From an optimization exercise on the open Yosys and OpenROAD flow, aimed at small area; shortcuts taken in it are not production practice.
In this exercise RTL edits were held to simulation tests only and were not proved equivalent to the original.
No activity file was given, so power comes from the tool's default toggle rates.

==> flow/flow/run.sh <==
#!/bin/bash
# The standard layout (standard.sh, unchanged synthesis, floorplan, power grid and routing),
# with two settings passed to its steps through the environment:
#  - clock tree synthesis without dummy loads and with larger leaf clusters of smaller buffers;
#  - the port buffers use the smallest buffer cell (the resizer can still upsize them).
set -uo pipefail
export CTS_ARGS="-sink_clustering_enable -repair_clock_nets -dont_use_dummy_load -sink_clustering_size 30 -sink_clustering_max_diameter 80 -buf_list {sky130_fd_sc_hd__clkbuf_8 sky130_fd_sc_hd__clkbuf_16}"
export BUFFER_PORTS_ARGS="-buffer_cell sky130_fd_sc_hd__buf_1"
bash standard.sh > standard.log 2>&1
rc=$?
# Keep each ORFS step's full log beside the run.
mkdir -p logs_orfs
cp -r orfs/logs/. logs_orfs/ 2>/dev/null
exit $rc
==> flow/standard.sh <==
#!/bin/bash
# synth_recipe.tcl (not shown) runs the flow's synth.tcl, then flattens the netlist and writes it again
# the make line also repeats each setting of config.mk as NAME=value (left out here)
make -C /OpenROAD-flow-scripts/flow DESIGN_CONFIG=/design/flow/config.mk WORK_HOME=/design/flow/orfs CLKGATE_MAP_FILE= SYNTH_SCRIPT=/design/flow/synth_recipe.tcl "${@:-finish}"
==> flow/config.mk <==
export PLATFORM = sky130hd
export DESIGN_NAME = cache_data_array
export DESIGN_NICKNAME = cache_data_array
export VERILOG_FILES = /design/flow/design.v
export SDC_FILE = /design/flow/constraint.sdc
export NUM_CORES = 4
export LEC_CHECK = 0
export CAP_MARGIN = 20
export CELL_PAD_IN_SITES_DETAIL_PLACEMENT = 1
export CORE_MARGIN = 2
export CORE_UTILIZATION = 40
export GPL_TIMING_DRIVEN = 0
export PLACE_DENSITY = 0.5
export SLEW_MARGIN = 20
export SYNTH_HIERARCHICAL = 1
export SYNTH_MINIMUM_KEEP_SIZE = 0
==> flow/constraint.sdc <==
create_clock -name core_clock -period 5.0 [get_ports {clk}]
set_input_delay 1.0000 -clock core_clock [delete_from_list [all_inputs] [get_ports {clk}]]
set_output_delay 1.0000 -clock core_clock [all_outputs]
set_load 0.01 [all_outputs]
==> flow/design.v <==
module cda_bit (
   input  logic clk,
   input  logic hs,            
   input  logic ws_n, fs_n,    
   input  logic w_n, f_n,      
   output logic d
);
   logic q, z;
   cda_oai22 u_z (.a1(ws_n), .a2(w_n), .b1(fs_n), .b2(f_n), .y(z));
   cda_ao21  u_d (.a1(hs), .a2(q), .b(z), .y(d));
   always_ff @(posedge clk) q <= d;
endmodule
module cda_oai22 (
   input  logic a1, a2, b1, b2,
   output logic y
);
   assign y = ~((a1 | a2) & (b1 | b2));
endmodule
module cda_ao21 (
   input  logic a1, a2, b,
   output logic y
);
   assign y = (a1 & a2) | b;
endmodule
module cda_nor2 (
   input  logic a, b,
   output logic y
);
   assign y = ~(a | b);
endmodule
module cda_nand2 (
   input  logic a, b,
   output logic y
);
   assign y = ~(a & b);
endmodule
module cda_inv (
   input  logic a,
   output logic y
);
   assign y = ~a;
endmodule
module cda_byte (
   input  logic       clk,
   input  logic       wl_n,    
   input  logic       wb_n,    
   input  logic       fl,      
   input  logic       cf,      
   input  logic [7:0] w_n,     
   input  logic [7:0] f_n,     
   output logic [7:0] d        
);
   logic ws, ws_n, fs_n, hs;
   cda_nor2  u_ws  (.a(wl_n), .b(wb_n), .y(ws));
   cda_inv   u_wsn (.a(ws), .y(ws_n));
   cda_nand2 u_fsn (.a(fl), .b(ws_n), .y(fs_n));
   cda_nor2  u_hs  (.a(cf), .b(ws), .y(hs));
   for (genvar i = 0; i < 8; i++) begin : g_bit
      cda_bit u_bit (.clk(clk), .hs(hs), .ws_n(ws_n), .fs_n(fs_n), .w_n(w_n[i]), .f_n(f_n[i]),
                     .d(d[i]));
   end
endmodule
module cda_nand4 (
   input  logic a, b, c, d,
   output logic y
);
   assign y = ~(a & b & c & d);
endmodule
module cda_or5 (
   input  logic [4:0] y,
   output logic       o
);
   assign o = |y;
endmodule
module cda_rdbit (
   input  logic [16:0] s,
   input  logic [16:0] d,
   output logic        o
);
   logic [16:0] n;
   logic [4:0]  y;
   for (genvar i = 0; i < 17; i++) begin : g_n
      cda_nand2 u_n (.a(s[i]), .b(d[i]), .y(n[i]));
   end
   for (genvar g = 0; g < 4; g++) begin : g_or
      cda_nand4 u_or (.a(n[4*g]), .b(n[4*g+1]), .c(n[4*g+2]), .d(n[4*g+3]), .y(y[g]));
   end
   cda_inv u_h (.a(n[16]), .y(y[4]));
   cda_or5 u_o (.y(y), .o(o));
endmodule
module cache_data_array #(
   parameter int unsigned LINE_BITS = 128,
   parameter int unsigned WORD_BITS = 16,
   parameter int unsigned SETS      = 8,
   parameter int unsigned WAYS      = 2,
   localparam int unsigned WORDS = LINE_BITS / WORD_BITS,
   localparam int unsigned OFF_W = (WORDS > 1) ? $clog2(WORDS) : 1,
   localparam int unsigned SET_W = $clog2(SETS),
   localparam int unsigned WAY_W = (WAYS > 1) ? $clog2(WAYS) : 1,
   localparam int unsigned BE_W  = WORD_BITS / 8
) (
   input  logic                 clk,
   input  logic                 rst_n,
   output logic                 ready,
   input  logic                 rd_en,
   input  logic [SET_W-1:0]     rd_set,
   input  logic [WAY_W-1:0]     rd_way,
   output logic                 rd_valid,
   output logic [LINE_BITS-1:0] rd_line,
   output logic                 rd_dirty,
   input  logic                 wr_en,
   input  logic [SET_W-1:0]     wr_set,
   input  logic [WAY_W-1:0]     wr_way,
   input  logic [OFF_W-1:0]     wr_offset,
   input  logic [BE_W-1:0]      wr_byte_en,
   input  logic [WORD_BITS-1:0] wr_word,
   input  logic                 fill_en,
   input  logic [SET_W-1:0]     fill_set,
   input  logic [WAY_W-1:0]     fill_way,
   input  logic [LINE_BITS-1:0] fill_line
);
   localparam int unsigned LINES  = SETS * WAYS;
   localparam int unsigned BYTES  = LINE_BITS / 8;
   localparam int unsigned WBYTES = WORD_BITS / 8;
   localparam int unsigned RDN    = LINES + 1;
   localparam logic [WAY_W-1:0] WAY_MASK = WAY_W'(WAYS - 1);
   logic                 ready_q;
   logic [SET_W-1:0]     cnt_q;
   logic                 rd_valid_q;
   logic                 rd_dirty_q;
   logic [LINE_BITS-1:0] rd_line_q;
   logic [LINE_BITS-1:0] data_d  [LINES];
   logic [LINES-1:0]     dirty_q;
   logic [LINES-1:0]     dirty_d;
   logic                 run;
   logic [LINES-1:0]     clr_l, fill_l, wr_l, rd_l;
   logic [BYTES-1:0]     wr_b;
   logic                 rd_hold;
   assign run = rst_n & ready_q;
   always_comb begin
      for (int unsigned l = 0; l < LINES; l++) begin
         clr_l[l]  = rst_n & ~ready_q & (cnt_q == SET_W'(l / WAYS));
         fill_l[l] = run & fill_en & (fill_set == SET_W'(l / WAYS)) &
                     ((fill_way & WAY_MASK) == WAY_W'(l % WAYS));
         wr_l[l]   = run & wr_en & (wr_set == SET_W'(l / WAYS)) &
                     ((wr_way & WAY_MASK) == WAY_W'(l % WAYS));
         rd_l[l]   = run & rd_en & (rd_set == SET_W'(l / WAYS)) &
                     ((rd_way & WAY_MASK) == WAY_W'(l % WAYS));
      end
      for (int unsigned b = 0; b < BYTES; b++)
         wr_b[b] = (wr_offset == OFF_W'(b / WBYTES)) & wr_byte_en[b % WBYTES];
      rd_hold = rst_n & ~(ready_q & rd_en);
   end
   for (genvar l = 0; l < LINES; l++) begin : g_line
      for (genvar b = 0; b < BYTES; b++) begin : g_byte
         cda_byte u_byte (
            .clk (clk),
            .wl_n(~wr_l[l]),
            .wb_n(~wr_b[b]),
            .fl  (fill_l[l]),
            .cf  (clr_l[l] | fill_l[l]),
            .w_n (~wr_word[(b % WBYTES)*8 +: 8]),
            .f_n (~fill_line[b*8 +: 8]),
            .d   (data_d[l][b*8 +: 8])
         );
      end
      assign dirty_d[l] = (wr_l[l] & (wr_byte_en != '0)) |
                          (dirty_q[l] & ~(clr_l[l] | fill_l[l]));
   end
   logic [RDN-1:0] rd_s;
   assign rd_s = {rd_hold, rd_l};
   logic [LINE_BITS-1:0] rd_line_d;
   for (genvar i = 0; i < LINE_BITS; i++) begin : g_rd
      logic [RDN-1:0] dv;
      always_comb begin
         for (int unsigned l = 0; l < LINES; l++) dv[l] = data_d[l][i];
         dv[LINES] = rd_line_q[i];
      end
      cda_rdbit u_rd (.s(rd_s), .d(dv), .o(rd_line_d[i]));
   end
   logic rd_dirty_d;
   always_comb begin
      rd_dirty_d = rd_hold & rd_dirty_q;
      for (int unsigned l = 0; l < LINES; l++) rd_dirty_d = rd_dirty_d | (rd_l[l] & dirty_d[l]);
   end
   always_ff @(posedge clk) begin
      ready_q    <= rst_n & (ready_q | (cnt_q == SET_W'(SETS - 1)));
      cnt_q      <= rst_n ? cnt_q + SET_W'(1) : '0;
      rd_valid_q <= run & rd_en;
      rd_line_q  <= rd_line_d;
      rd_dirty_q <= rd_dirty_d;
      dirty_q    <= dirty_d;
   end
   assign ready    = ready_q;
   assign rd_valid = rd_valid_q;
   assign rd_line  = rd_line_q;
   assign rd_dirty = rd_dirty_q;
endmodule
==> run summary, run 1 <==
* GPL Wtd Cong at 0.850
* Yosys warning count at 9
* Setup TNS at 0 ns
* Final max-slew violation count at 0
* Vias per cell at 6.46
* Fin nets at 11.7k
* Post-synth EDFFs at 0
* Post-synth top cells: nand2_1, dfxtp_1, a21o_1, o22ai_1, nor2_1
* Fin. Hold Viols at 0
* Ports at 297
* CTS tree: done
* Synth Cell Area at 0.0913 mm2
* CP bufs+invs at 3
* Post-layout min period at 4.62 ns
* Crit-path max cell delay at 0.70 ns
* Clock Skews at 0.0470 ns
* Slowest cell on the critical path: clkbuf_1
* HPWL after detailed placement at 299 mm
* Power, Total at 30400 uW
* Postcts setup bufs at 0
* F_max at 0.216 GHz
* Startpoint Class: flip-flop
* Top FF cell, synth: dfxtp_1
* Mapped Cells at 10.9k
* Max-slew headroom at 23.0%
* Most frequent CP cell: nand2_1
* DRC viols at 0
* Synth area leader: dfxtp_1
* Post-DR wirelength/cell at 30.4 um
* Worst-margin pin slew at 1.15 ns
* Post-DP Area at 0.102 mm2
* Top delay family on crit path: simple AND/OR/NAND/NOR gates
* Area of the core at 0.227 mm2
* Gr usage total at 36.6%
* Area growth, synth to finish at 15.3%
* Final setup viols at 0
* Clock Path Buffers at 3
* Filler cells at 26.9k
* Cts hold-fix bufs at 0
* Maximum vdd drop at 0.335 mV
* I/O Buffers at 289
* Multi-input logic area at 0.0457 mm2
* H-tree depth at 4
* Post-CTS sizing at 0
* Max cap viols at 0
* Clk root buf: clkbuf_16
* Vias in the first global route at 93.7k
* Share of cells above drive strength 1 at 4.02%
* Clk Latency, worst-skew pair at 0.81 ns
* Asr flop ratio synth at 0%
* Synth area leaders: dfxtp_1, a21o_1, o22ai_1
* Min-Delay Path Class: reg -> reg
* Period utilization at 92.5%
* Top-count cell post-synth: nand2_1
* Clock sinks at 2198
* Pwr Density at 289 mW/mm2
* Via count at 94.1k
* Initial antenna violation count at 48
* Distinct cells, synth at 46
* DRT Pass-1 Iters at 7
* Arr. time, crit path at 5.32 ns
* Final wirelength at 443 mm
* Num CTS Buffers at 138
* Cell Chain, Critical Path: and4b_1 -> clkbuf_1 -> and2_1 -> nand3_4 -> buf_16 -> nor2_1 -> inv_1 -> nand2_1 -> o22ai_1 -> a21o_1 -> nand2_1 -> nand4_1 -> nor3_1 -> nand2_1
* CP max FO at 12
* Avg Cell Area, Syn at 8.39 um2
* Row count at 175
* Starting Density at 40.2%
* Die Ht at 482 um
* Sequential area share after synthesis at 48.2%
* Width of the die at 482 um
* Setup Crit Path Kind: reg -> reg
* Lkg Pwr at 0.0558 uW
* Reg area at 0.0440 mm2
* GRT overflow at 0
* DIE AREA at 0.232 mm2
* DRT antenna net count at 0
* Largest net degree at the start of global routing at 88
* FF+latch count, synth at 2198
* RSZ-0062 raised after global routing: no
* Clock transition at the registers of the reported paths at 0.07 ns
* CP Data Required Time at 5.69 ns
* Post-synth top area share at 48.2%
* First-pass GRT wire length at 633 mm
* Post-Syn Nets at 11.0k
* CP endpoint kind: flip-flop
* Initial DRC Count at 9579
* Run status: finished clean
* Final instance area at 0.105 mm2
==> cells in the final DEF, fill, tap and decap left out, drive strengths merged, types with 2 or more instances in the layout <==
master | synthesis | final
a22o | 4 | 4
a21o | 2049 | 2049
o311ai | 4 | 4
nor2b | 9 | 9
and4 | 2 | 2
nand2 | 2599 | 2599
a32o | 3 | 3
inv | 541 | 541
a2111oi | 4 | 4
o21a | 2 | 2
ha | 6 | 6
and2 | 8 | 8
dfxtp | 2198 | 2198
or2 | 4 | 4
o21ai | 13 | 13
diode | 0 | 30
nand3b | 4 | 4
buf | 6 | 522
nor3 | 136 | 136
nand3 | 13 | 13
o22ai | 2049 | 2049
a21boi | 2 | 2
nor3b | 2 | 2
o2bb2ai | 3 | 3
nand4bb | 3 | 3
or3 | 3 | 3
nor2 | 666 | 666
nand4b | 4 | 4
nand2b | 7 | 7
nand4 | 516 | 516
clkbuf | 7 | 145
==> per-module statistics from Yosys (local to each module, per instance), a selection <==
module / flops+latches / area, um2 / times used
cache_data_array: 150 / 4780 / 1
cda_ao21: 0 / 7.51 / 2048
cda_bit: 1 / 20.0 / 2048
cda_inv: 0 / 3.75 / 384
cda_nand2: 0 / 3.75 / 2432
cda_nor2: 0 / 3.75 / 512
cda_oai22: 0 / 6.26 / 2048
==> through the flow <==
stage               setup slack (ns)  utilization (%)  cells  hold slack [ns]
CTS                            0.535             46.3  14538            0.449
detailed placement            -0.143             44.8  14400            0.435
global placement               -7.94             42.4  14173            0.429
floorplan                      0.144                -  10875            0.423
finish                         0.376             46.3  14568            0.448
global route                   0.347             46.3  14548            0.459
==> flip-flops by register name (all words and copies together), names as in the netlist <==
signal and cells:
rd_valid_q 1, rd_dirty_q 1, cnt_q 3, ready_q 1, g_line.g_byte.u_byte.g_bit.u_bit.q 2048, dirty_q 16, rd_line_q 128
==> cells by family after synthesis <==
logic type / share of synthesized area, %
compound gates: 31.2
simple gates: 18.2
flops: 48.2
buf+inv: 2.29
fa+ha+maj: 0.0823
==> layer usage <==
metal	vias up	track usage, %	part of all wire, %
met5	-	0	0.10
met2	4412	55.1	43
met1	47089	48.9	42
li1	41476	-	-
met4	66	18.5	5.4
met3	1073	8.65	9.5
==> final timing paths <==
kind	from	end	slack (ns)	cells past startpoint
max reg2reg	ready_q$_DFF_P_	rd_line_q[125]$_DFF_P_	0.38	14
min	g_line[10].g_byte[12].u_byte.g_bit[2].u_bit.q$_DFF_P_	g_line[10].g_byte[12].u_byte.g_bit[2].u_bit.q$_DFF_P_	0.45	1
max	ready_q$_DFF_P_	rd_line_q[125]$_DFF_P_	0.38	14
min reg2reg	g_line[10].g_byte[12].u_byte.g_bit[2].u_bit.q$_DFF_P_	g_line[10].g_byte[12].u_byte.g_bit[2].u_bit.q$_DFF_P_	0.45	1
==> area by class of cell <==
type / count / area share [%]
Inverter: 541 / 2.05
Sequential cell: 2198 / 41.8
Antenna cell: 30 / 0.0714
Multi-Input combinational cell: 8123 / 43.5
Timing Repair Buffer: 516 / 5.67
Tap cell: 3009 / 3.58
Clock buffer: 138 / 3.28
Buffer: 13 / 0.0583
==> where the power goes <==
group,internal (uW),switching (uW)
sequential,17500,19.3
clock,4910,6180
combinational,292,1460
total,22800,7660
==> run 2: changes to the inputs <==
--- a/flow/flow/run.sh
+++ b/flow/flow/run.sh
@@ -6,3 +6,3 @@
 set -uo pipefail
-export CTS_ARGS="-sink_clustering_enable -repair_clock_nets -dont_use_dummy_load -sink_clustering_size 30 -sink_clustering_max_diameter 80 -buf_list {sky130_fd_sc_hd__clkbuf_8 sky130_fd_sc_hd__clkbuf_16}"
+export CTS_ARGS="-sink_clustering_enable -repair_clock_nets -dont_use_dummy_load -sink_clustering_size 16 -sink_clustering_max_diameter 50 -buf_list {sky130_fd_sc_hd__clkbuf_8}"
 export BUFFER_PORTS_ARGS="-buffer_cell sky130_fd_sc_hd__buf_1"
--- a/flow/config.mk
+++ b/flow/config.mk
@@ -7,3 +7,3 @@
 export LEC_CHECK = 0
-export CAP_MARGIN = 20
+export CAP_MARGIN = 10
 export CELL_PAD_IN_SITES_DETAIL_PLACEMENT = 1
@@ -13,3 +13,3 @@
 export PLACE_DENSITY = 0.5
-export SLEW_MARGIN = 20
+export SLEW_MARGIN = 10
 export SYNTH_HIERARCHICAL = 1
==> run 2 against run 1 <==
Still clean; utilization shrank 0.14 points; register-to-register slack worse by 0.02 ns; flip-flop and latch count unchanged; synthesized cell count is the same; sequential power barely moved; first-iteration DRC count decreased by 1.6%; via count increased by 0.99%; final cell count rose by 0.93%; total power increased by 1.7%.
==> run summary, run 2 <==
* Top-count cell post-synth: nand2_1
* Clock sinks at 2198 (unchanged)
* Top delay family on crit path: simple AND/OR/NAND/NOR gates
* Post-DP Area at 0.101 mm2 (-0.80%)
* Top FF cell, synth: dfxtp_1
* RSZ-0062 raised after global routing: no
* Initial antenna violation count at 47 (-2.1%)
* Clk Latency, worst-skew pair at 1.11 ns (+0.30 ns)
* F_max at 0.215 GHz (-0.54%)
* Avg Cell Area, Syn at 8.39 um2 (unchanged)
* Final setup viols at 0 (unchanged)
* Clk root buf: clkbuf_8
* Top Registers: g_line.g_byte.u_byte.g_bit.u_bit.q: 2048 flops, rd_line_q: 128 flops, dirty_q: 16 flops
* DRC viols at 0 (unchanged)
* I/O Buffers at 289 (unchanged)
* Reg2Reg Depth at 13 (-1)
* Clock Path Buffers at 4 (+1)
* Post-layout min period at 4.65 ns (+0.0249 ns)
* Clock Skews at 0.0897 ns (+0.0427 ns)
* Die Ht at 482 um (unchanged)
* Post-synth top cells: nand2_1, dfxtp_1, a21o_1, o22ai_1, nor2_1
* Most frequent CP cell: nand2_1
* DRT antenna net count at 0 (unchanged)
* Startpoint Class: flip-flop
* Post-synth top area share at 48.2% (unchanged)
* Crit-path max cell delay at 0.72 ns (+0.02 ns)
* CP Data Required Time at 5.93 ns (+0.24 ns)
* Finished Layout Cells at 14.7k (+0.93%)
* Hold_sp: rd_en
* DIE AREA at 0.232 mm2 (unchanged)
* Mapped Cells at 10.9k (unchanged)
* Fin nets at 11.8k (+0.93%)
* Max-slew headroom at 16.8% (-6.3 points)
* Synth area leader: dfxtp_1
* Levels on crit path at 13 (-1)
* Power, Total at 30900 uW (+1.7%)
* Distinct cells, synth at 46 (unchanged)
* Hold depth at 2 (+1)
* Final max-slew violation count at 0 (unchanged)
* Clock transition at the registers of the reported paths at 0.07 ns (about the same)
* Period utilization at 93.0% (+0.50 points)
* CP endpoint kind: flip-flop
* Vias in the first global route at 94.1k (+0.41%)
* Row count at 175 (unchanged)
* Cts hold-fix bufs at 0 (unchanged)
* FF+latch count, synth at 2198 (unchanged)
* Post-DR wirelength/cell at 30.2 um (-0.80%)
* Ports at 297 (unchanged)
* Min-Delay Path Class: in -> reg
* DRT Pass-1 Iters at 5 (-2)
* Share of cells above drive strength 1 at 4.88% (+0.86 points)
* Cell Chain, Critical Path: and4_1 -> clkbuf_1 -> and2_1 -> nand3_4 -> nor2_1 -> inv_1 -> nand2_1 -> o22ai_1 -> a21o_1 -> nand2_1 -> nand4_1 -> nor2_1 -> nand2_1
* HPWL after detailed placement at 294 mm (-1.6%)
* Reg2Reg Launch Point: ready_q$_DFF_P_
* Setup Crit Path Kind: reg -> reg
* Final wirelength at 444 mm (+0.13%)
* Asr flop ratio synth at 0% (unchanged)
* Most frequent cells in the layout: nand2_1, dfxtp_1, a21o_1, o22ai_1, nor2_1
* Area of the core at 0.227 mm2 (unchanged)
* Largest net degree at the start of global routing at 97 (+10%)
* Run status: finished clean
* Num CTS Buffers at 282 (+100%)
* CTS tree: done
* Critical Path Start: ready_q$_DFF_P_
* Gr usage total at 36.7% (+0.064 points)
* Synth Cell Area at 0.0913 mm2 (unchanged)
* Commonest non-fill, non-tap cell in the layout: nand2_1
* Post-synth EDFFs at 0 (unchanged)
* First-pass GRT wire length at 633 mm (about the same)
* Via count at 95.0k (+0.99%)
* Cell total after placement at 14.4k (-0.24%)
* Flip-flop count of the largest register after layout at 2048 (unchanged)
* Width of the die at 482 um (unchanged)
* GPL Wtd Cong at 0.850 (unchanged)
* Slowest cell on the critical path: nand3_4
* CP max FO at 16 (+4)
* Fin. Hold Viols at 0 (unchanged)
* CP bufs+invs at 2 (-1)
* Synth area leaders: dfxtp_1, a21o_1, o22ai_1
* Maximum vdd drop at 0.260 mV (-22%)
* Sequential area share after synthesis at 48.2% (unchanged)
* Arr. time, crit path at 5.58 ns (+0.26 ns)
* GRT overflow at 0 (unchanged)
* Pwr Density at 295 mW/mm2 (+2.0%)
* Most flop-heavy register: g_line.g_byte.u_byte.g_bit.u_bit.q
* Postcts setup bufs at 0 (unchanged)
* Worst-margin pin slew at 1.25 ns (+0.0935 ns)
* Initial DRC Count at 9426 (-1.6%)
* Post-Syn Nets at 11.0k (unchanged)
* Post-CTS sizing at 0 (unchanged)
* Area growth, synth to finish at 14.9%
* H-tree depth at 5 (+1)
* Final Hold Slack at 0.406 ns (-0.0423 ns)
* Max cap viols at 0 (unchanged)
* Lkg Pwr at 0.0557 uW (-0.11%)
* Starting Density at 40.2% (unchanged)
* Vias per cell at 6.46 (about the same)
* Yosys warning count at 9 (unchanged)
* Final instance area at 0.105 mm2 (-0.31%)
==> run 2: cell counts after synthesis <==
Identical to the previous run, type by type.
==> run 2: power by group <==
group          switching, uW  leakage, uW  total (uW)  internal [uW]
combinational           1450       0.0360        1710            268
sequential              19.4       0.0177       17600          17600
clock                   6600      0.00203       11600           5020
==> run 2: cell families after synthesis <==
group	count (synthesis)	share of synthesized area, %
AO/OA/AOI/OAI	4138	31.2
adder cells (fa/ha/maj)	6	0.0823
buffers and inverters	554	2.29
flip-flops	2198	48.2
AND/OR/NAND/NOR	3979	18.2
==> run 2: final cells by class <==
class                   count  area, um2
diodes                     57        143
plain buffers              13       61.3
clock buffers             282       3880
fillers                 26975     122000
inverters                 541       2160
multi-input cells        8123      45700
flip-flops and latches   2198      44000
well taps                3009       3760
repair buffers            481       5170
==> run 2: stage by stage <==
step | TNS (ns) | util (%) | setup WS, ns
after floorplan | 0 | - | 0.144
final | 0 | 46.2 | 0.351
after global placement | - | 42.4 | -7.94
after global routing | 0 | 46.1 | 0.252
after CTS | 0 | 46.1 | 0.582
after detailed placement | -0.920 | 44.4 | -0.0859
==> run 2: worst paths after layout <==
kind	end	slack, ns
max	rd_line_q[77]$_DFF_P_	0.35
min	rd_valid_q$_DFF_P_	0.41
max reg2reg	rd_line_q[77]$_DFF_P_	0.35
min reg2reg	g_line[8].g_byte[0].u_byte.g_bit[6].u_bit.q$_DFF_P_	0.44
==> run 2: modules after synthesis, one instance, submodules excluded, excerpt <==
module / copies in the design / cell area [um2] / cells / flops+latches
cache_data_array: 1 / 4780 / 507 / 150
cda_ao21: 2048 / 7.51 / 1 / 0
cda_bit: 2048 / 20.0 / 1 / 1
cda_inv: 384 / 3.75 / 1 / 0
cda_nand2: 2432 / 3.75 / 1 / 0
cda_nand4: 512 / 6.26 / 1 / 0
cda_nor2: 512 / 3.75 / 1 / 0
cda_oai22: 2048 / 6.26 / 1 / 0
cda_or5: 128 / 12.5 / 3 / 0
==> run 2: metal layers <==
metal  part of all wire (%)  global-route usage [%]
met5                 0.0016                       0
met1                     42                    49.1
met4                    5.2                    18.5
met2                     43                    55.1
met3                    9.9                    8.64
==> run 3: changes to the inputs <==
--- a/flow/design.v
+++ b/flow/design.v
@@ -62,13 +62,19 @@
 endmodule
-module cda_nand4 (
-   input  logic a, b, c, d,
-   output logic y
-);
-   assign y = ~(a & b & c & d);
-endmodule
-module cda_or5 (
-   input  logic [4:0] y,
+module cda_aoi222 (
+   input  logic a1, a2, b1, b2, c1, c2,
+   output logic y
+);
+   assign y = ~((a1 & a2) | (b1 & b2) | (c1 & c2));
+endmodule
+module cda_aoi22 (
+   input  logic a1, a2, b1, b2,
+   output logic y
+);
+   assign y = ~((a1 & a2) | (b1 & b2));
+endmodule
+module cda_nand6 (
+   input  logic [5:0] y,
    output logic       o
 );
-   assign o = |y;
+   assign o = ~&y;
 endmodule
@@ -79,12 +85,13 @@
 );
-   logic [16:0] n;
-   logic [4:0]  y;
-   for (genvar i = 0; i < 17; i++) begin : g_n
-      cda_nand2 u_n (.a(s[i]), .b(d[i]), .y(n[i]));
-   end
-   for (genvar g = 0; g < 4; g++) begin : g_or
-      cda_nand4 u_or (.a(n[4*g]), .b(n[4*g+1]), .c(n[4*g+2]), .d(n[4*g+3]), .y(y[g]));
-   end
-   cda_inv u_h (.a(n[16]), .y(y[4]));
-   cda_or5 u_o (.y(y), .o(o));
+   logic [5:0] y;
+   for (genvar g = 0; g < 5; g++) begin : g_aoi
+      cda_aoi222 u_aoi (
+         .a1(s[3*g]),   .a2(d[3*g]),
+         .b1(s[3*g+1]), .b2(d[3*g+1]),
+         .c1(s[3*g+2]), .c2(d[3*g+2]),
+         .y(y[g])
+      );
+   end
+   cda_aoi22 u_aoi22 (.a1(s[15]), .a2(d[15]), .b1(s[16]), .b2(d[16]), .y(y[5]));
+   cda_nand6 u_or (.y(y), .o(o));
 endmodule
--- a/flow/flow/run.sh
+++ b/flow/flow/run.sh
@@ -3,3 +3,3 @@
 # with two settings passed to its steps through the environment:
-#  - clock tree synthesis without dummy loads and with larger leaf clusters of smaller buffers;
+#  - clock tree synthesis without dummy loads and with small leaf clusters driven by clkbuf_8;
 #  - the port buffers use the smallest buffer cell (the resizer can still upsize them).
==> run 3 against run 2 <==
Still clean on timing, DRC and antenna; combinational power shrank 4%; sequential share of layout area increased by 1.8 points; first-iteration DRC count is 19% higher; worst hold slack improved by 0.020 ns; wire length down 3.0%; area after synthesis fell by 4.0%; clock power down 9%; die area fell by 4.0%; total power fell by 3.9%; setup slack lost 0.26 ns; critical path depth decreased by 4; largest cell class is now sequential cells.
==> run summary, run 3 <==
* Sequential power share at 59.2% (+2.3 points)
* CTS tree: done
* Clock Path Buffers at 3 (-1)
* CP max FO at 16 (unchanged)
* Final wirelength at 431 mm (-3.0%)
* Post-layout min period at 4.91 ns (+0.257 ns)
* Most flop-heavy register: g_line.g_byte.u_byte.g_bit.u_bit.q
* Vias per cell at 7.05 (+9.1%)
* HPWL after detailed placement at 284 mm (-3.6%)
* Flip-flop count of the largest register after layout at 2048 (unchanged)
* Maximum vdd drop at 0.306 mV (+18%)
* Via count at 86.9k (-8.6%)
* Yosys warning count at 9 (unchanged)
* Vias in the first global route at 86.0k (-8.6%)
* Top-count cell post-synth: dfxtp_1
* Synth area leaders: dfxtp_1, a21o_1, o22ai_1
* Mapped Cells at 8699 (-20%)
* Fin. Hold Viols at 0 (unchanged)
* I/O Buffers at 289 (unchanged)
* FF+latch count, synth at 2198 (unchanged)
* Post-CTS sizing at 0 (unchanged)
* Run status: finished clean
* Largest net degree at the start of global routing at 100 (+3.1%)
* GRT overflow at 0 (unchanged)
* Clock transition at the registers of the reported paths at 0.09 ns (+0.02 ns)
* Arr. time, crit path at 5.79 ns (+0.21 ns)
* Avg Cell Area, Syn at 10.1 um2 (+20%)
* Clock Skews at 0.0853 ns (-0.00442 ns)
* Initial antenna violation count at 25 (-47%)
* Setup Crit Path Kind: reg -> reg
* Top Registers: g_line.g_byte.u_byte.g_bit.u_bit.q: 2048 flops, rd_line_q: 128 flops, dirty_q: 16 flops
* Slowest cell on the critical path: nor3_2
* Crit-path max cell delay at 0.94 ns (+0.22 ns)
* CP endpoint kind: flip-flop
* Period utilization at 98.1% (+5.1 points)
* Pwr Density at 296 mW/mm2 (+0.31%)
* Most frequent cells in the layout: dfxtp_1, a21o_1, o22ai_1, a222oi_1, nor2_1
* Top FF cell, synth: dfxtp_1
* Width of the die at 472 um (-2.0%)
* GPL Wtd Cong at 0.829 (-2.5%)
* Commonest non-fill, non-tap cell in the layout: dfxtp_1
* Sequential area share after synthesis at 50.2% (+2.0 points)
* Num CTS Buffers at 239 (-15%)
* Finished Layout Cells at 12.3k (-16%)
* F_max at 0.204 GHz (-5.2%)
* Min-Delay Path Class: in -> reg
* Gr usage total at 36.9% (+0.23 points)
* Post-synth top area share at 50.2% (+2.0 points)
* Post-Syn Nets at 8871 (-20%)
* Asr flop ratio synth at 0% (unchanged)
* Starting Density at 40.3% (+0.096 points)
* Cts hold-fix bufs at 0 (unchanged)
* Lkg Pwr at 0.0507 uW (-9.0%)
* Die Ht at 472 um (-2.0%)
* DRC viols at 0 (unchanged)
* Worst-margin pin slew at 1.24 ns (-0.00529 ns)
* Post-synth EDFFs at 0 (unchanged)
* Final max-slew violation count at 0 (unchanged)
* Final setup viols at 0 (unchanged)
* Clk Latency, worst-skew pair at 1.10 ns (about the same)
* Initial DRC Count at 11.3k (+19%)
* Ports at 297 (unchanged)
* Area growth, synth to finish at 14.7%
* RSZ-0062 raised after global routing: no
* Reported net switching power at 7690 uW (-4.7%)
* Distinct cells, synth at 48 (+4.3%)
* Post-DR wirelength/cell at 35.0 um (+16%)
* Synth Cell Area at 0.0876 mm2 (-4.0%)
* Cell total after placement at 12.0k (-16%)
* DIE AREA at 0.223 mm2 (-4.0%)
* Top delay family on crit path: simple AND/OR/NAND/NOR gates
* CP bufs+invs at 1 (-1)
* Cell Chain, Critical Path: nand4_2 -> nor3_2 -> buf_4 -> nand2b_4 -> nor2_1 -> a21o_1 -> a222oi_1 -> and4_1 -> nand3_1
* Clock sinks at 2198 (unchanged)
* CP Data Required Time at 5.88 ns (-0.05 ns)
* Post-synth top cells: dfxtp_1, a21o_1, o22ai_1, a222oi_1, nor2_1
* Area of the core at 0.217 mm2 (-4.3%)
* Max cap viols at 0 (unchanged)
* Cell Int Power at 22000 uW (-3.6%)
* Clk root buf: clkbuf_8
* DRT antenna net count at 0 (unchanged)
* Switching Share at 25.9% (-0.21 points)
* H-tree depth at 4 (-1)
* First-pass GRT wire length at 610 mm (-3.7%)
* Final Hold Slack at 0.426 ns (+0.0200 ns)
* Startpoint Class: flip-flop
* DRT Pass-1 Iters at 9 (+4)
* Max-slew headroom at 17.1% (+0.35 points)
* Postcts setup bufs at 0 (unchanged)
* Row count at 171 (-2.3%)
* Synth area leader: dfxtp_1
* Fin nets at 9606 (-19%)
* Share of cells above drive strength 1 at 7.04% (+2.2 points)
* Comb power frac at 5.6% (about the same)
* Clock share of power at 35.3% (-2.3 points)
run 3: cell families after synthesis:
kind of cell,synth area share (%)
adder cells (fa/ha/maj),0.0857
AND/OR/NAND/NOR,6.14
buffers and inverters,1.84
flip-flops,50.2
AO/OA/AOI/OAI,41.7
run 3: worst paths after layout:
| check | startpoint | end | slack [ns] | depth (start not counted) |
|---|---|---|---|---|
| hold / removal | rd_en | rd_valid_q$_DFF_P_ | 0.43 | 2 |
| hold reg to reg | g_line[9].g_byte[10].u_byte.g_bit[3].u_bit.q$_DFF_P_ | g_line[9].g_byte[10].u_byte.g_bit[3].u_bit.q$_DFF_P_ | 0.44 | 1 |
| setup / recovery | ready_q$_DFF_P_ | rd_line_q[61]$_DFF_P_ | 0.09 | 9 |
| setup reg to reg | ready_q$_DFF_P_ | rd_line_q[61]$_DFF_P_ | 0.09 | 9 |
run 3: routing by layer:
layer / GRT usage, % / wire length [um] / vias to the layer above
met5: 0 / 14 / -
met4: 21.2 / 27000 / 2
met2: 55.8 / 186000 / 4663
li1: - / - / 37218
met3: 8.00 / 41400 / 1030
met1: 48.7 / 176000 / 43942
run 3: through the flow:
step | worst slack (ns) | cell area, um2 | util, % | TNS (ns) | power [uW]
finish | 0.0943 | 100000 | 46.2 | 0 | 29700
detailed placement | -0.547 | 97000 | 44.6 | -34.13 | 19600
CTS | 0.185 | 100000 | 46.1 | 0 | 29800
global placement | -8.15 | 92300 | 42.5 | -9746.73 | 19400
floorplan | -0.0879 | 87700 | - | -0.0879 | 18600
global route | 0.183 | 100000 | 46.2 | 0 | 30500
run 3: modules after synthesis (local to each module, per instance), a selection:
module            area, um2  copies in the design  flops+latches  cells
cache_data_array       4780                     1            150    507
cda_ao21               7.51                  2048              0      1
cda_aoi22              12.5                   128              0      1
cda_aoi222             10.0                   640              0      1
cda_bit                20.0                  2048              1      1
cda_inv                3.75                   256              0      1
cda_nand2              3.75                   256              0      1
cda_nand6              13.8                   128              0      2
cda_nor2               3.75                   512              0      1
cda_oai22              6.26                  2048              0      1
run 3: power groups by stage:
stage	sequential [uW]	clock [uW]	combinational (uW)
after floorplan	18000	0	669
after global placement	18000	0	1430
after detailed placement	18000	0	1580
after CTS	17600	10600	1590
after global routing	17600	11300	1670
final	17600	10500	1650
run 3: worst reg2reg max path, delay by kind of cell (launching register included):
family / cells / cell delay [ns]
and+or+nand+nor: 6 / 2.90
AOI/OAI and AO/OA: 2 / 0.99
DFF: 1 / 0.52
buffers and inverters: 1 / 0.37
run 3: layout make-up:
type                            instances  area (um2)
Buffer                                 13        61.3
Fill cell                           24049      117000
Timing Repair Buffer                  494        5330
Antenna cell                           26        65.1
Clock buffer                          239        3290
Tap cell                             2854        3570
Inverter                              413        1680
Sequential cell                      2198       44000
Multi-Input combinational cell       6075       42500
==> run 4: changes to the inputs <==
--- a/flow/config.mk
+++ b/flow/config.mk
@@ -13,2 +13,3 @@
 export PLACE_DENSITY = 0.5
+export SETUP_SLACK_MARGIN = 0.15
 export SLEW_MARGIN = 10
==> run 4 against run 3 <==
Clock power is 9.5% higher; clock skew down 0.010 ns; combinational power hardly changed; highest routed layer unchanged; largest power group unchanged; die area unchanged; wire length fell by 0.28%; flip-flop and latch count stayed put; area after synthesis unchanged; utilization is 0.45 points higher; register-to-register slack gained 0.14 ns; critical endpoint is now rd_line_q[49]$_DFF_P_.
==> run summary, run 4 <==
* Slowest cell on the critical path: dfxtp_1
* Reg2Reg Depth at 13 (+4)
* CP bufs+invs at 3 (+2)
* RSZ-0062 raised after global routing: no
* Synth area leader: dfxtp_1
* Flip-flop count of the largest register after layout at 2048 (unchanged)
* Share of cells above drive strength 1 at 7.55% (+0.51 points)
* Levels on crit path at 13 (+4)
* Most frequent CP cell: and4_1
* Initial DRC Count at 9911 (-12%)
* GRT overflow at 0 (unchanged)
* Distinct cells, synth at 48 (unchanged)
* Top Registers: g_line.g_byte.u_byte.g_bit.u_bit.q: 2048 flops, rd_line_q: 128 flops, dirty_q: 16 flops
* Most flop-heavy register: g_line.g_byte.u_byte.g_bit.u_bit.q
* Largest net degree at the start of global routing at 99 (-1.0%)
* First-pass GRT wire length at 610 mm (about the same)
* Asr flop ratio synth at 0% (unchanged)
* F_max at 0.210 GHz (+2.9%)
* Pwr Density at 302 mW/mm2 (+2.3%)
* DIE AREA at 0.223 mm2 (unchanged)
* Sequential power share at 57.3% (-1.9 points)
* Reg-to-reg slack, setup at 0.23 ns (+0.14 ns)
* Clock sinks at 2198 (unchanged)
* Synth Cell Area at 0.0876 mm2 (unchanged)
* Clock share of power at 37.4% (+2.1 points)
* I/O Buffers at 289 (unchanged)
* Clock Skews at 0.0750 ns (-0.0102 ns)
* Cell Chain, Critical Path: and4_1 -> clkbuf_1 -> and2_1 -> nand2_2 -> buf_12 -> nor2_1 -> inv_1 -> nand2_1 -> o22ai_1 -> a21o_1 -> a222oi_1 -> and4_1 -> nand3_1
* Reported net switching power at 7910 uW (+2.9%)
* Avg Cell Area, Syn at 10.1 um2 (unchanged)
* Min-Delay Path Class: in -> reg
* Max cap viols at 0 (unchanged)
* Sequential area share after synthesis at 50.2% (unchanged)
* Comb power frac at 5.3% (-0.3 points)
* DRC viols at 0 (unchanged)
* Worst-margin pin slew at 1.31 ns (+0.0703 ns)
* Post-layout min period at 4.77 ns (-0.140 ns)
* Gr usage total at 36.8% (-0.16 points)
* Critical path endpoint: rd_line_q[49]$_DFF_P_
* H-tree depth at 5 (+1)
* Vias per cell at 7.04 (-0.21%)
* Clock Path Buffers at 4 (+1)
* Startpoint Class: flip-flop
* Lkg Pwr at 0.0512 uW (+0.92%)
* Critical Path Start: ready_q$_DFF_P_
* Arr. time, crit path at 5.68 ns (-0.11 ns)
* Post-synth EDFFs at 0 (unchanged)
* CP max FO at 9 (-7)
* Mapped Cells at 8699 (unchanged)
* Cts hold-fix bufs at 0 (unchanged)
* Die Ht at 472 um (unchanged)
* Final max-slew violation count at 0 (unchanged)
* Synth area leaders: dfxtp_1, a21o_1, o22ai_1
* Num CTS Buffers at 277 (+16%)
* Fin nets at 9656 (+0.52%)
* Reg-to-reg critical path endpoint: rd_line_q[49]$_DFF_P_
* Row count at 171 (unchanged)
* DRT antenna net count at 0 (unchanged)
* Maximum vdd drop at 0.280 mV (-8.5%)
* Post-synth top area share at 50.2% (unchanged)
* Area of the core at 0.217 mm2 (unchanged)
* Util after Layout at 46.7% (+0.45 points)
* Crit-path max cell delay at 0.51 ns (-0.43 ns)
* Initial antenna violation count at 28 (+12%)
* Switching Share at 25.8% (-0.089 points)
* Top-count cell post-synth: dfxtp_1
* Reg area at 0.0440 mm2 (unchanged)
* Most frequent cells in the layout: dfxtp_1, a21o_1, o22ai_1, a222oi_1, nor2_1
* Multi-input logic area at 0.0424 mm2 (about the same)
* Yosys warning count at 9 (unchanged)
* Cell Int Power at 22800 uW (+3.4%)
* CP Data Required Time at 5.92 ns (+0.04 ns)
* Commonest non-fill, non-tap cell in the layout: dfxtp_1
* Width of the die at 472 um (unchanged)
* Period utilization at 95.3% (-2.8 points)
* Clock transition at the registers of the reported paths at 0.09 ns (about the same)
* FF+latch count, synth at 2198 (unchanged)
* Via count at 87.1k (+0.24%)
* Final setup viols at 0 (unchanged)
* DRT Pass-1 Iters at 10 (+1)
* Clk Latency, worst-skew pair at 1.11 ns (about the same)
* Reg2Reg Launch Point: ready_q$_DFF_P_
* Top FF cell, synth: dfxtp_1
* Area growth, synth to finish at 15.8%
* Ports at 297 (unchanged)
* Max-slew headroom at 12.4% (-4.7 points)
* Setup TNS at 0 ns (unchanged)
* Clk root buf: clkbuf_8
* DP Worst Slack at -0.454 ns (+0.0926 ns)
* Post-synth top cells: dfxtp_1, a21o_1, o22ai_1, a222oi_1, nor2_1
* Post-Syn Nets at 8871 (unchanged)
* Run status: finished clean
* Starting Density at 40.3% (unchanged)
* Final setup margin at 0.235 ns (+0.140 ns)
* Fin. Hold Viols at 0 (unchanged)
* Post-DR wirelength/cell at 34.7 um (-0.72%)
* CP endpoint kind: flip-flop
* Final wirelength at 429 mm (-0.28%)
* Setup Crit Path Kind: reg -> reg
* HPWL after detailed placement at 281 mm (-0.92%)
* Vias in the first global route at 86.5k (+0.55%)
* GPL Wtd Cong at 0.851 (+2.7%)
* Top delay family on crit path: simple AND/OR/NAND/NOR gates
* Filler cells at 24.2k (+0.55%)
* CTS tree: done
-- run 4: cell count changes in the layout (fill, tap and decap cells not counted), sizes merged --
cell	delta
buf	+12
clkbuf	+38
diode	+5
-- run 4: timing repair --
action,4_1_cts,5_1_grt
buffers inserted,0,5
endpoints found under the setup margin,0,60
resized for setup,0,1
-- run 4: how the worst min path moves through the flow --
stage	from	to	slack (ns)	cells after the start
after floorplan	g_line[0].g_byte[0].u_byte.g_bit[0].u_bit.q$_DFF_P_	g_line[0].g_byte[0].u_byte.g_bit[0].u_bit.q$_DFF_P_	0.42	1
after global placement	g_line[12].g_byte[12].u_byte.g_bit[4].u_bit.q$_DFF_P_	g_line[12].g_byte[12].u_byte.g_bit[4].u_bit.q$_DFF_P_	0.43	1
after detailed placement	g_line[0].g_byte[10].u_byte.g_bit[6].u_bit.q$_DFF_P_	g_line[0].g_byte[10].u_byte.g_bit[6].u_bit.q$_DFF_P_	0.43	1
after CTS	rst_n	rd_valid_q$_DFF_P_	0.25	2
after global routing	rst_n	rd_valid_q$_DFF_P_	0.31	2
final	rst_n	rd_valid_q$_DFF_P_	0.33	2
-- run 4: Yosys stat by module (local to each module, per instance), excerpt --
module            flip-flops and latches  times used  cells inside
cache_data_array                     150           1           507
cda_ao21                               0        2048             1
cda_aoi22                              0         128             1
cda_aoi222                             0         640             1
cda_bit                                1        2048             1
cda_inv                                0         256             1
cda_nand2                              0         256             1
cda_nand6                              0         128             2
cda_nor2                               0         512             1
cda_oai22                              0        2048             1
-- run 4: cell type report --
class	count	share of cell area [%]
plain buffers	13	0.0777
flip-flops and latches	2198	43.4
multi-input cells	6075	41.9
diodes	31	0.0765
inverters	413	1.65
repair buffers	506	5.68
clock buffers	277	3.76
well taps	2854	3.52
-- run 4: power groups by stage --
stage / sequential [uW] / clock (uW) / combinational, uW
after floorplan: 18000 / 0 / 671
after global placement: 18000 / 0 / 1410
after detailed placement: 18000 / 0 / 1570
after CTS: 17600 / 11600 / 1570
after global routing: 17600 / 12300 / 1650
final: 17600 / 11500 / 1630
-- run 4: per-stage QoR --
stage	hold WS (ns)	instances	area, um2	power, uW
2_1_floorplan	0.422	8699	87700	18600
3_3_place_gp	0.427	11842	92400	19400
3_5_place_dp	0.434	12054	97500	19500
4_1_cts	0.251	12331	101000	30800
5_1_grt	0.307	12350	101000	31600
6_report	0.329	12367	101000	30700
-- run 4: routing by layer --
layer | share of wire [%] | routed length, um | track usage [%]
met4 | 7.0 | 30100 | 25.1
met3 | 9.0 | 38800 | 8.66
met2 | 44 | 189000 | 55.8
met1 | 40 | 171000 | 46.3
met5 | 0.021 | 90 | 0
-- run 4: worst register-to-register path, stage by stage, from the launching register on --
cell and delay (ns):
dfxtp_1 0.51, and4_1 0.23, clkbuf_1 0.48, and2_1 0.40, nand2_2 0.51, buf_12 0.39
nor2_1 0.17, inv_1 0.23, nand2_1 0.34, o22ai_1 0.12, a21o_1 0.22, a222oi_1 0.48
and4_1 0.42, nand3_1 0.11
-- run 4: logic make-up (layout without fill, tap and decap cells) --
kind of cell / count (synthesis) / in the layout / synth area share [%]
AOI/OAI and AO/OA: 4906 / 4906 / 41.7
DFF: 2198 / 2198 / 50.2
and+or+nand+nor: 1163 / 1163 / 6.14
buffers and inverters: 426 / 1209 / 1.84
adders and majority gates: 6 / 6 / 0.0857
other: 0 / 31 / 0

-- what the ideal ports hide --
Ports are ideal in the flow. The routed layouts listed here were re-timed in OpenROAD.
Step 1 assumes that a clkbuf_16 drives the clock port and a buf_2 every other input.
Step 2 moves the port delays by t, midway between the first and last clock arrival at a register: inputs arrive t later, outputs are due t later. That takes back most of the time a late clock gives input paths.
Slacks: ideal / step 1 / step 2; pairs: ideal / step 1.
run	t (ns)	setup slack, ns	hold slack, ns
run 1	0.900	0.376 / 0.376 / -0.302	0.448 / 0.448 / 0.448
run 2	1.149	0.351 / 0.351 / -0.351	0.406 / 0.340 / 0.442
run 3	1.136	0.094 / 0.094 / -0.583	0.426 / 0.377 / 0.445
run 4	1.171	0.235 / 0.235 / -0.666	0.329 / 0.261 / 0.445
With both steps, setup timing fails in every run listed, where it was met with ideal ports. The setup slack of run 4, which loses most, moves by 0.000 ns with the drivers and by -0.901 ns with both steps.
